Context: an optimization exercise on an open-source flow, tuned for small area, a short achievable clock period and few clock cycles per item. The choices shown serve that exercise and are no tape-out recipe.
The RTL was checked by simulation tests, not by an equivalence proof against the original design.
No activity file was given, so power comes from the tool's default toggle rates.

==> flow/design.v <==
package srr_pkg;
  localparam int SRR_WINDOW_DEPTH = 16;
  localparam int SRR_MAX_PAYLOAD  = 1024;
  localparam int SEQ_W = 16;
  localparam int LEN_W = 11;
  localparam int REF_W = 32;
  typedef enum logic [1:0] {
    KIND_ACK     = 2'd0,
    KIND_DUP     = 2'd1,
    KIND_DELIVER = 2'd2
  } kind_t;
  typedef enum logic [1:0] {
    ALU_SUB = 2'd0,
    ALU_INC = 2'd1,
    ALU_DEC = 2'd2
  } alu_op_t;
  typedef enum logic [2:0] {
    ST_IDLE,
    ST_AHEAD,
    ST_BEHIND,
    ST_CLASS,
    ST_OLD,
    ST_READ,
    ST_DELIVER
  } state_t;
  typedef struct packed {
    logic             last;
    logic [LEN_W-1:0] length;
    logic [REF_W-1:0] pref;
  } slot_entry_t;
endpackage
module srr_alu (
  input  logic [15:0] seq,
  input  logic [15:0] exp_n,
  output logic        win,
  output logic        beh,
  output logic        head
);
  logic [15:0] d;
  assign d    = seq - exp_n;
  assign win  = (d[15:4] == 12'h000);
  assign beh  = (d[15:4] == 12'hfff);
  assign head = (d == 16'd0);
endmodule
module srr_slot_store (
  input  logic        clk,
  input  logic        wr_en,
  input  logic [3:0]  wr_idx,
  input  logic [43:0] wr_data,
  input  logic [15:0] rd_sel,
  output logic [43:0] rd_data
);
  logic [43:0] mem [16];
  always_ff @(posedge clk) begin
    if (wr_en) mem[wr_idx] <= wr_data;
  end
  always_comb begin
    rd_data = '0;
    for (int k = 0; k < 16; k++) begin
      rd_data = rd_data | (mem[k] & {44{rd_sel[k]}});
    end
  end
endmodule
module selective_repeat_receiver_core #(
  parameter int WINDOW_DEPTH = srr_pkg::SRR_WINDOW_DEPTH
) (
  input  logic                      clk,
  input  logic                      rst_n,
  input  logic                      in_valid,
  output logic                      in_ready,
  input  logic [15:0]               in_seq_num,
  input  logic                      in_last_flag,
  input  logic [10:0]               in_payload_length,
  input  logic [31:0]               in_payload_ref,
  output logic                      out_valid,
  input  logic                      out_ready,
  output logic [1:0]                out_kind,
  output logic [15:0]               out_ack_num,
  output logic                      out_last,
  output logic [10:0]               out_length,
  output logic [31:0]               out_ref,
  output logic                      out_end_of_run,
  output logic                      out_transfer_done
);
  logic        dv_r;       
  logic [15:0] num_r;      
  logic        last_r;     
  logic        st_r;       
  logic        hd_r;       
  logic [15:0] exp_r;
  logic        done_r;
  logic [15:0] held_r;     
  logic [15:0] rsel_r;     
  logic        drain_r;
  logic        cls_xfer, dlv_xfer, fin, take, more, rd_last;
  logic [43:0] rd_data;
  logic [15:0] exp_p1, exp_n, exp_n_m1;
  logic        done_n;
  logic [15:0] held_n, rsel_rot;
  logic        win_n, beh_n, head_n, free_n;
  logic [10:0] len_c;
  assign cls_xfer = out_ready && dv_r;
  assign dlv_xfer = out_ready && drain_r;
  srr_slot_store u_store (
    .clk     (clk),
    .wr_en   (take && free_n),
    .wr_idx  (in_seq_num[3:0]),
    .wr_data ({in_last_flag, len_c, in_payload_ref}),
    .rd_sel  (rsel_r),
    .rd_data (rd_data)
  );
  assign rd_last  = rd_data[43];
  assign rsel_rot = {rsel_r[14:0], rsel_r[15]};
  assign more     = !rd_last && ((rsel_rot & held_r) != 16'd0);
  assign fin      = (cls_xfer && !(st_r && hd_r)) || (dlv_xfer && !more);
  assign in_ready = !(dv_r || drain_r) || fin;
  assign take     = in_valid && in_ready;
  assign exp_p1   = exp_r + 16'd1;
  assign exp_n    = dlv_xfer ? exp_p1 : exp_r;
  assign exp_n_m1 = dlv_xfer ? ((exp_r == 16'hffff) ? 16'd0 : exp_r)
                             : ((exp_r == 16'd0) ? 16'd0 : exp_r - 16'd1);
  assign done_n   = done_r || (dlv_xfer && rd_last);
  always_comb begin
    held_n = held_r;
    if (dlv_xfer) held_n = held_n & ~rsel_r;
    if (cls_xfer && st_r) held_n[num_r[3:0]] = 1'b1;
  end
  srr_alu u_cls (
    .seq   (in_seq_num),
    .exp_n (exp_n),
    .win   (win_n),
    .beh   (beh_n),
    .head  (head_n)
  );
  assign free_n = !held_n[in_seq_num[3:0]];
  assign len_c  = (in_payload_length[10] && (in_payload_length[9:0] != 10'd0))
                  ? 11'd1024 : in_payload_length;
  always_ff @(posedge clk) begin
    if (!rst_n) begin
      dv_r    <= 1'b0;
      exp_r   <= '0;
      done_r  <= 1'b0;
      held_r  <= '0;
      rsel_r  <= '0;
      drain_r <= 1'b0;
    end else begin
      held_r <= held_n;
      done_r <= done_n;
      exp_r  <= exp_n;
      if (take)          dv_r <= 1'b1;
      else if (cls_xfer) dv_r <= 1'b0;
      if (cls_xfer && st_r && hd_r) begin
        drain_r <= 1'b1;
        for (int k = 0; k < 16; k++) rsel_r[k] <= (exp_r[3:0] == k[3:0]);
      end else if (dlv_xfer) begin
        drain_r <= more;
        rsel_r  <= more ? rsel_rot : 16'd0;
      end
    end
  end
  always_ff @(posedge clk) begin
    if (take) begin
      num_r  <= (done_n || win_n || beh_n) ? in_seq_num : exp_n_m1;
      last_r <= in_last_flag;
      st_r   <= !done_n && win_n && free_n;
      hd_r   <= head_n;
    end
  end
  assign out_valid         = dv_r || drain_r;
  assign out_kind          = {drain_r, !drain_r && !st_r};
  assign out_ack_num       = drain_r ? exp_r : num_r;
  assign out_last          = drain_r ? rd_last : last_r;
  assign out_length        = rd_data[42:32];
  assign out_ref           = rd_data[31:0];
  assign out_end_of_run    = drain_r ? !more : !(st_r && hd_r);
  assign out_transfer_done = done_r || rd_last;
endmodule
==> flow/run.sh <==
#!/bin/bash
# synth_recipe.tcl (not shown) runs the flow's synth.tcl, then flattens the netlist and writes it again
# the make line also repeats each setting of config.mk as NAME=value (left out here)
make -C /OpenROAD-flow-scripts/flow DESIGN_CONFIG=/design/flow/config.mk WORK_HOME=/design/flow/orfs CLKGATE_MAP_FILE= SYNTH_SCRIPT=/design/flow/synth_recipe.tcl finish
==> flow/config.mk <==
export PLATFORM = sky130hd
export DESIGN_NAME = selective_repeat_receiver_core
export DESIGN_NICKNAME = selective_repeat_receiver_core
export VERILOG_FILES = /design/flow/design.v
export SDC_FILE = /design/flow/constraint.sdc
export NUM_CORES = 4
export LEC_CHECK = 0
export ABC_CLOCK_PERIOD_IN_PS = 2000
export CAP_MARGIN = 20
export CORE_MARGIN = 2
export CORE_UTILIZATION = 40
export SETUP_SLACK_MARGIN = 2.5
export SLEW_MARGIN = 20
==> flow/constraint.sdc <==
create_clock -name core_clock -period 5.0 [get_ports {clk}]
set_input_delay 1.0000 -clock core_clock [delete_from_list [all_inputs] [get_ports {clk}]]
set_output_delay 1.0000 -clock core_clock [all_outputs]
set_load 0.01 [all_outputs]
==> qor.txt, run 1 <==
Sequential fraction of the synthesis area -> 75.8%
Synth cell types -> 73
Post-Synthesis Cell Area -> 0.0300 mm²
Routed vias -> 21400
Critical path required time -> 5.38 ns
Cell Pwr Density -> 338 mW/mm²
FF-to-FF setup slack -> 0.89 ns
Unrepaired setup endpoints after global routing -> yes
Status -> timing/DRC/antenna clean
First-pass GRT wire length -> 139000 µm
WHS Path Cells -> 2
Largest vdd supply drop -> 0.000334 V
Synth Register Bits -> 774
Largest net degree at the start of global routing -> 47
Area contributors post-synth -> edfxtp_1 72%, a22o_1 5.6%, a221oi_1 5.3%
CTS tree -> yes
Clk latency of the worst-skew pair -> 0.66 ns
Die H -> 278 µm
Input/output buffers -> 129
Total track usage -> 25.1%
Crit path launch -> exp_r[1]$_SDFF_PN0_
Ports -> 130
First DRT Iteration DRCs -> 2806
Gate count after technology mapping -> 1811
Row count -> 100
Hpwl dp -> 45600 µm
Clock H-tree levels -> 3
Crit-path max FO -> 8
Layout cells sized above 1 -> 37.2%
Syn_nets -> 1899
Hold Vio Cnt, Final -> 0
Post-synth ARST share -> 0%
Fillers -> 5489
Slew Limit Headroom -> 24.1%
R2R cell count -> 17
Pre-CTS WS -> -0.815 ns
Final slew viol count -> 0
Max-Cap Viols -> 0
Core Area -> 0.0743 mm²
Critical path class -> register to register
Static Leak -> 14.6 nW
Area grow syn2layout -> 40.8%
Pwr Total -> 14.3 mW
Capturing element type of the critical path -> register
HP Class -> register to register
Crit path time final -> 4.11 ns
Clock Skew -> 0.0409 ns
Critical path launch point type -> register
Hold path startpoint -> held_r[2]$_SDFF_PN0_
CTS Buffer Depth -> 3
Pre-antenna DRT Iters -> 6
Worst path slowest cell -> dfxtp_4
EDFF count, synth -> 723
Die X -> 278 µm
Starting density of the core -> 40.3%
TNS Setup -> 0 ns
Yosys top cell area share -> 72.4%
Tcrit/Tclk final -> 82.2%
Top_reg_cell synth -> edfxtp_1
Initial antenna violation count -> 4
Num CTS Buffers -> 79
Slew @ Worst Pin -> 1.14 ns
Max frequency -> 0.243 GHz
Count leader, synth -> edfxtp_1
Final setup fails -> 0
Routed Antenna Nets -> 0
Largest stage delay, worst path -> 0.38 ns
TritonCTS Sinks -> 774
Nets -> 2391
DR DRC count -> 0
Synth warnings -> 2
GRT overflow -> 0
Die footprint -> 0.0771 mm²
Post-synth top cells -> 723 x edfxtp_1, 192 x a22o_1, 181 x a221oi_1
Cell taking the most area after synthesis -> edfxtp_1
Crit-path cells -> clkinvlp_4 -> nor3_4 -> nand3_2 -> xor2_2 -> ha_1 -> a21o_1 -> a21oi_2 -> buf_4 -> inv_2 -> or3_4 -> a2111oi_4 -> nand4_1 -> nor4_4 -> a311oi_4 -> buf_6 -> buf_12 -> mux2_4
Hold path endpoint -> held_r[2]$_SDFF_PN0_
WP data arrival -> 4.50 ns
PnR worst setup slack -> 0.888 ns
Vias per cell -> 6.43
FF-to-FF End -> num_r[14]$_DFFE_PP_
CTS root buf -> clkbuf_16
Placer Congestion -> 0.847
Vias in the first global route -> 19300
Post-DR wirelength/cell -> 34.5 µm
Syn avg cell area -> 16.6 µm²
Clock-pin slew on the worst setup and hold paths -> 0.06 ns
Post-Route WL -> 115000 µm
Reg2reg start -> exp_r[1]$_SDFF_PN0_
## worst max path at each step
| stage | endpoint | slack, ns |
|---|---|---|
| 6_report | num_r[14]$_DFFE_PP_ | 0.89 |
| 5_1_grt | num_r[14]$_DFFE_PP_ | 0.74 |
| 4_1_cts | num_r[10]$_DFFE_PP_ | 0.87 |
| 3_5_place_dp | st_r$_DFFE_PP_ | -0.82 |
| 3_3_place_gp | st_r$_DFFE_PP_ | -0.91 |
| 2_1_floorplan | num_r[10]$_DFFE_PP_ | 0.48 |
## cell type report
cell class                 count  area, µm²  area share (%)
inverter                      18       77.6           0.184
clock buffer                  96       2080            4.93
sequential                   774      22800            54.0
timing repair buffer         533       7120            16.9
tap                          969       1210            2.87
antenna                        1       2.50         0.00593
multi-input combinational    897       8290            19.6
clock inverter                47        628            1.49
## repair_timing
action                                 in CTS  in global routing
hold buffers                                0                  0
setup endpoints to repair                 885                970
gates cloned                               21                 83
resized for setup                         455                352
setup buffers                              79                109
pin swaps                                  65                 93
endpoints found under the hold margin       0                  0
## per-layer routing
layer | wire, µm | track usage (%) | vias to the layer above
met5 | 43 | 0 | -
met3 | 13600 | 5.98 | 375
li1 | - | - | 8581
met2 | 52600 | 40.2 | 1616
met4 | 7720 | 8.97 | 6
met1 | 41200 | 33.3 | 10900
## metrics by stage
| stage | area (µm²) | hold WS (ns) | utilization (%) | instances |
|---|---|---|---|---|
| detailed placement | 33300 | 0.509 | 44.8 | 2899 |
| CTS | 38400 | 0.515 | 51.7 | 3142 |
| floorplan | 30200 | 0.445 | - | 1811 |
| finish | 42200 | 0.533 | 56.8 | 3335 |
| global placement | 33300 | 0.485 | 44.8 | 2898 |
| global route | 42200 | 0.557 | 56.8 | 3335 |
## power breakdown
part | leakage [nW] | internal (mW) | switching, mW
Combinational | 6.31 | 0.381 | 0.503
Clock | 1.32 | 3.62 | 2.59
Sequential | 7.01 | 7.14 | 0.0280
Total | 14.6 | 11.1 | 3.12
## layout by cell type, fill, tap and decap left out, types with 10 or more instances in the layout
master and instances:
edfxtp_1 723, a22o_1 192, buf_4 143, clkbuf_16 133
a221oi_2 115, buf_6 82, buf_12 71, nor2_1 67
a221oi_1 64, clkdlybuf4s50_1 61, nand2_1 59, nand4_1 51
buf_2 42, buf_16 38, dfxtp_1 28, buf_8 26
nor2_4 20, a21oi_1 20, and2_1 17, ha_1 17
nand3_1 16, a211oi_1 16, clkinv_1 16, mux2_2 15
mux2_4 15, clkbuf_1 15, dfxtp_4 14, a31oi_1 13
clkinv_2 13, clkbuf_2 13, bufinv_16 12, nor2b_2 11
a32oi_1 11, inv_1 10, xor2_1 10, xnor2_1 10
## worst max-delay path, delay by kind of cell (launching register included)
kind                     cells  cell delay (ns)
AND/OR/NAND/NOR              5             1.27
AO/OA/AOI/OAI                4             0.83
buffers and inverters        5             0.60
flip-flops                   1             0.38
adder cells (fa/ha/maj)      1             0.32
multiplexers                 1             0.30
XOR/XNOR                     1             0.17
## kinds of logic (layout without fill, tap and decap cells)
logic type	count (synthesis)	after routing	synth area share, %
adders and majority gates	24	24	1.03
and+or+nand+nor	318	318	5.52
muxes	36	36	1.42
xor gates and xnor gates	27	27	0.789
other	0	1	0
AOI/OAI and AO/OA	492	492	13.6
buffers and inverters	140	694	1.79
DFF	774	774	75.8
## registers in the layout, summed over array words and instances, names as in the netlist
name,cells
u_store.mem,704
exp_r,16
held_r,16
num_r,16
rsel_r,16
done_r,1
drain_r,1
dv_r,1
hd_r,1
last_r,1
st_r,1
Testbench counts, summed over its fixed seeds: cycles 21,937, items 12,000.
==> run 2, diff against run 1 <==
--- a/flow/config.mk
+++ b/flow/config.mk
@@ -5,9 +5,7 @@
 export SDC_FILE = /design/flow/constraint.sdc
 export NUM_CORES = 4
 export LEC_CHECK = 0
-export ABC_CLOCK_PERIOD_IN_PS = 2000
 export CAP_MARGIN = 20
 export CORE_MARGIN = 2
 export CORE_UTILIZATION = 40
-export SETUP_SLACK_MARGIN = 2.5
 export SLEW_MARGIN = 20
==> run 2 against run 1 <==
- flip-flop and latch count unchanged
- die area unchanged
- synthesized cell count unchanged
- global-route usage down 2.6 points
- clock power down 2%
- first-iteration DRC count down 30%
- cell area down 14%
- routed wire length down 23%
- utilization down 8.1 points
- fmax down 13%
- cell count down 8.0%
- sequential share of layout area up 8.9 points
- critical path type is now primary input to register
==> qor.txt, run 2 <==
Status -> timing/DRC/antenna clean
Syn avg cell area -> 16.6 µm²
Critical path required time -> 5.38 ns
Critical path class -> primary input to register
Pwr Total -> 14.0 mW
Starting density of the core -> 40.3%
Input/output buffers -> 129
First DRT Iteration DRCs -> 1951
Routed Antenna Nets -> 0
First-pass GRT wire length -> 127000 µm
DP Area -> 0.0334 mm²
Ports -> 130
TritonCTS Sinks -> 774
CTS root buf -> clkbuf_16
Slew Limit Headroom -> 30.1%
Fillers -> 6216
CTS Buffer Depth -> 3
Largest net degree at the start of global routing -> 47
Tcrit/Tclk final -> 94.1%
CTS tree -> yes
Count leader, synth -> edfxtp_1
Routed vias -> 18800
Largest vdd supply drop -> 0.000354 V
Hpwl dp -> 47200 µm
Initial antenna violation count -> 4
Clock H-tree levels -> 3
Hold WS -> 0.484 ns
DR DRC count -> 0
Cell taking the most area after synthesis -> edfxtp_1
Most frequent cells in the layout -> 723 x edfxtp_1, 192 x a22o_1, 181 x a221oi_1
Final setup fails -> 0
WP data arrival -> 5.08 ns
HP Class -> register to register
Cell area after layout -> 0.0362 mm²
Crit-path max FO -> 16
Crit path time final -> 4.70 ns
Pre-antenna DRT Iters -> 8
Seq. cell area -> 0.0228 mm²
Post-synth top cells -> 723 x edfxtp_1, 192 x a22o_1, 181 x a221oi_1
Total track usage -> 22.5%
Post-synth ARST share -> 0%
Clock-pin slew on the worst setup and hold paths -> 0.06 ns
Synth warnings -> 2
Layout Utilization -> 48.6%
Sequential fraction of the synthesis area -> 75.8%
Final slew viol count -> 0
Syn_nets -> 1899
Cell Pwr Density -> 386 mW/mm²
Max frequency -> 0.213 GHz
Vias per cell -> 6.12
Post-DR wirelength/cell -> 28.8 µm
Num CTS Buffers -> 80
Die H -> 278 µm
Row count -> 100
Final non-filler cell total -> 3068
Clk latency of the worst-skew pair -> 0.65 ns
Area grow syn2layout -> 20.6%
Max-Cap Viols -> 0
Vias in the first global route -> 18600
Synth Register Bits -> 774
EDFF count, synth -> 723
Commonest non-fill, non-tap cell in the layout -> edfxtp_1
Clock Skew -> 0.0574 ns
Area contributors post-synth -> edfxtp_1 72%, a22o_1 5.6%, a221oi_1 5.3%
Layout cells sized above 1 -> 15.5%
Die footprint -> 0.0771 mm²
Synth cell types -> 73
Critical path launch point type -> primary input
Post-Synthesis Cell Area -> 0.0300 mm²
Nets -> 2121
Die X -> 278 µm
Top_reg_cell synth -> edfxtp_1
Hold Vio Cnt, Final -> 0
Placer Congestion -> 0.841
Yosys top cell area share -> 72.4%
Area occupied by multi-input gates -> 0.00687 mm²
Post-Route WL -> 88400 µm
Gate count after technology mapping -> 1811
Most flop-heavy register -> u_store.mem
Core Area -> 0.0743 mm²
# hold bufs at CTS -> 0
Max FFs per register -> 704
Slew @ Worst Pin -> 1.04 ns
Cells after DPL -> 2920
Static Leak -> 11.8 nW
GRT overflow -> 0
Capturing element type of the critical path -> register
[run 2: cell counts after synthesis]
No cell type changed its count.
[run 2: repair_timing]
| item | CTS | global route |
|---|---|---|
| endpoints found under the setup margin | 0 | 17 |
| buffers inserted | 0 | 0 |
| gates resized for setup | 0 | 8 |
[run 2: critical path, cell delays in order]
cell             delay [ns]
clkdlybuf4s50_1        0.57
nand2_1                0.11
nor3_2                 0.17
buf_4                  0.16
nand3_1                0.08
xor2_1                 0.18
ha_1                   0.33
a21o_1                 0.23
a31oi_1                0.25
a21oi_1                0.13
buf_4                  0.15
or2_1                  0.22
nor4bb_1               0.36
nand4b_1               0.17
nor4b_2                0.29
a311oi_2               0.18
buf_12                 0.20
mux2_1                 0.32
[run 2: metrics by stage]
stage,setup WS (ns),setup TNS [ns]
2_1_floorplan,-0.0167,-7.59
3_3_place_gp,-0.509,-8.23
3_5_place_dp,-0.538,-8.68
4_1_cts,0.111,0
5_1_grt,-0.0336,-0.209
6_report,0.297,0
[run 2: path summary, 6_finish.rpt]
kind | endpoint | slack, ns | startpoint | cells after the start
worst max-delay path | num_r[14]$_DFFE_PP_ | 0.30 | out_ready | 18
worst min-delay path | held_r[2]$_SDFF_PN0_ | 0.48 | held_r[2]$_SDFF_PN0_ | 2
worst max register to register | num_r[5]$_DFFE_PP_ | 0.50 | exp_r[0]$_SDFF_PN0_ | 15
worst min register to register | held_r[2]$_SDFF_PN0_ | 0.48 | held_r[2]$_SDFF_PN0_ | 2
[run 2: logic make-up after synthesis]
| group | share of synthesized area [%] |
|---|---|
| buffers and inverters | 1.79 |
| and+or+nand+nor | 5.52 |
| xor gates and xnor gates | 0.789 |
| muxes | 1.42 |
| adders and majority gates | 1.03 |
| DFF | 75.8 |
| AOI/OAI and AO/OA | 13.6 |
[run 2: final cells by class]
type                       instances  area share (%)
multi-input combinational        897            19.0
inverter                          18           0.187
sequential                       774            62.9
timing repair buffer             262            6.98
antenna                            1         0.00692
tap                              969            3.35
clock buffer                      99            5.85
clock inverter                    48            1.70
[run 2: where the power goes]
group	switching (mW)	internal, mW	total [mW]
sequential	0.0279	7.15	7.18
clock	2.55	3.57	6.11
combinational	0.395	0.269	0.664
[run 2: per-layer routing]
layer,GRT usage [%],vias to the layer above,routed length [µm]
li1,-,7969,-
met1,30.6,9819,36500
met2,37.2,853,43000
met3,3.75,143,6740
met4,6.49,6,2120
met5,0,-,32

## port drivers added, routing unchanged
The results above use ideal ports. As a check the final layouts listed here were re-extracted and re-timed, cells and wires unchanged.
Step 1 sets driving cells, clkbuf_16 on the clock port and buf_2 on the other inputs (assumed; they add their load-dependent delay and slew).
Step 2 also shifts input and output timing later by t, the mid clock arrival at the registers, as if the neighbouring blocks saw the same clock.
Three values: ideal, step 1, step 2; two values: the first two.
| run | t (ns) | slack for setup (ns) | hold WS [ns] | latest minus earliest clock arrival (ns) | pins driven straight from the clock port |
|---|---|---|---|---|---|
| run 1 | 0.708 | 0.888 / 0.888 / 0.221 | 0.533 / 0.533 / 0.533 | 0.041 / 0.041 | 1 |
| run 2 | 0.692 | 0.297 / 0.334 / -0.357 | 0.484 / 0.484 / 0.484 | 0.059 / 0.059 | 1 |
Met with ideal ports but missed after step 2: setup timing in run 2. The setup slack of run 1, which loses most, moves by 0.000 ns with the drivers and by -0.667 ns with both steps.
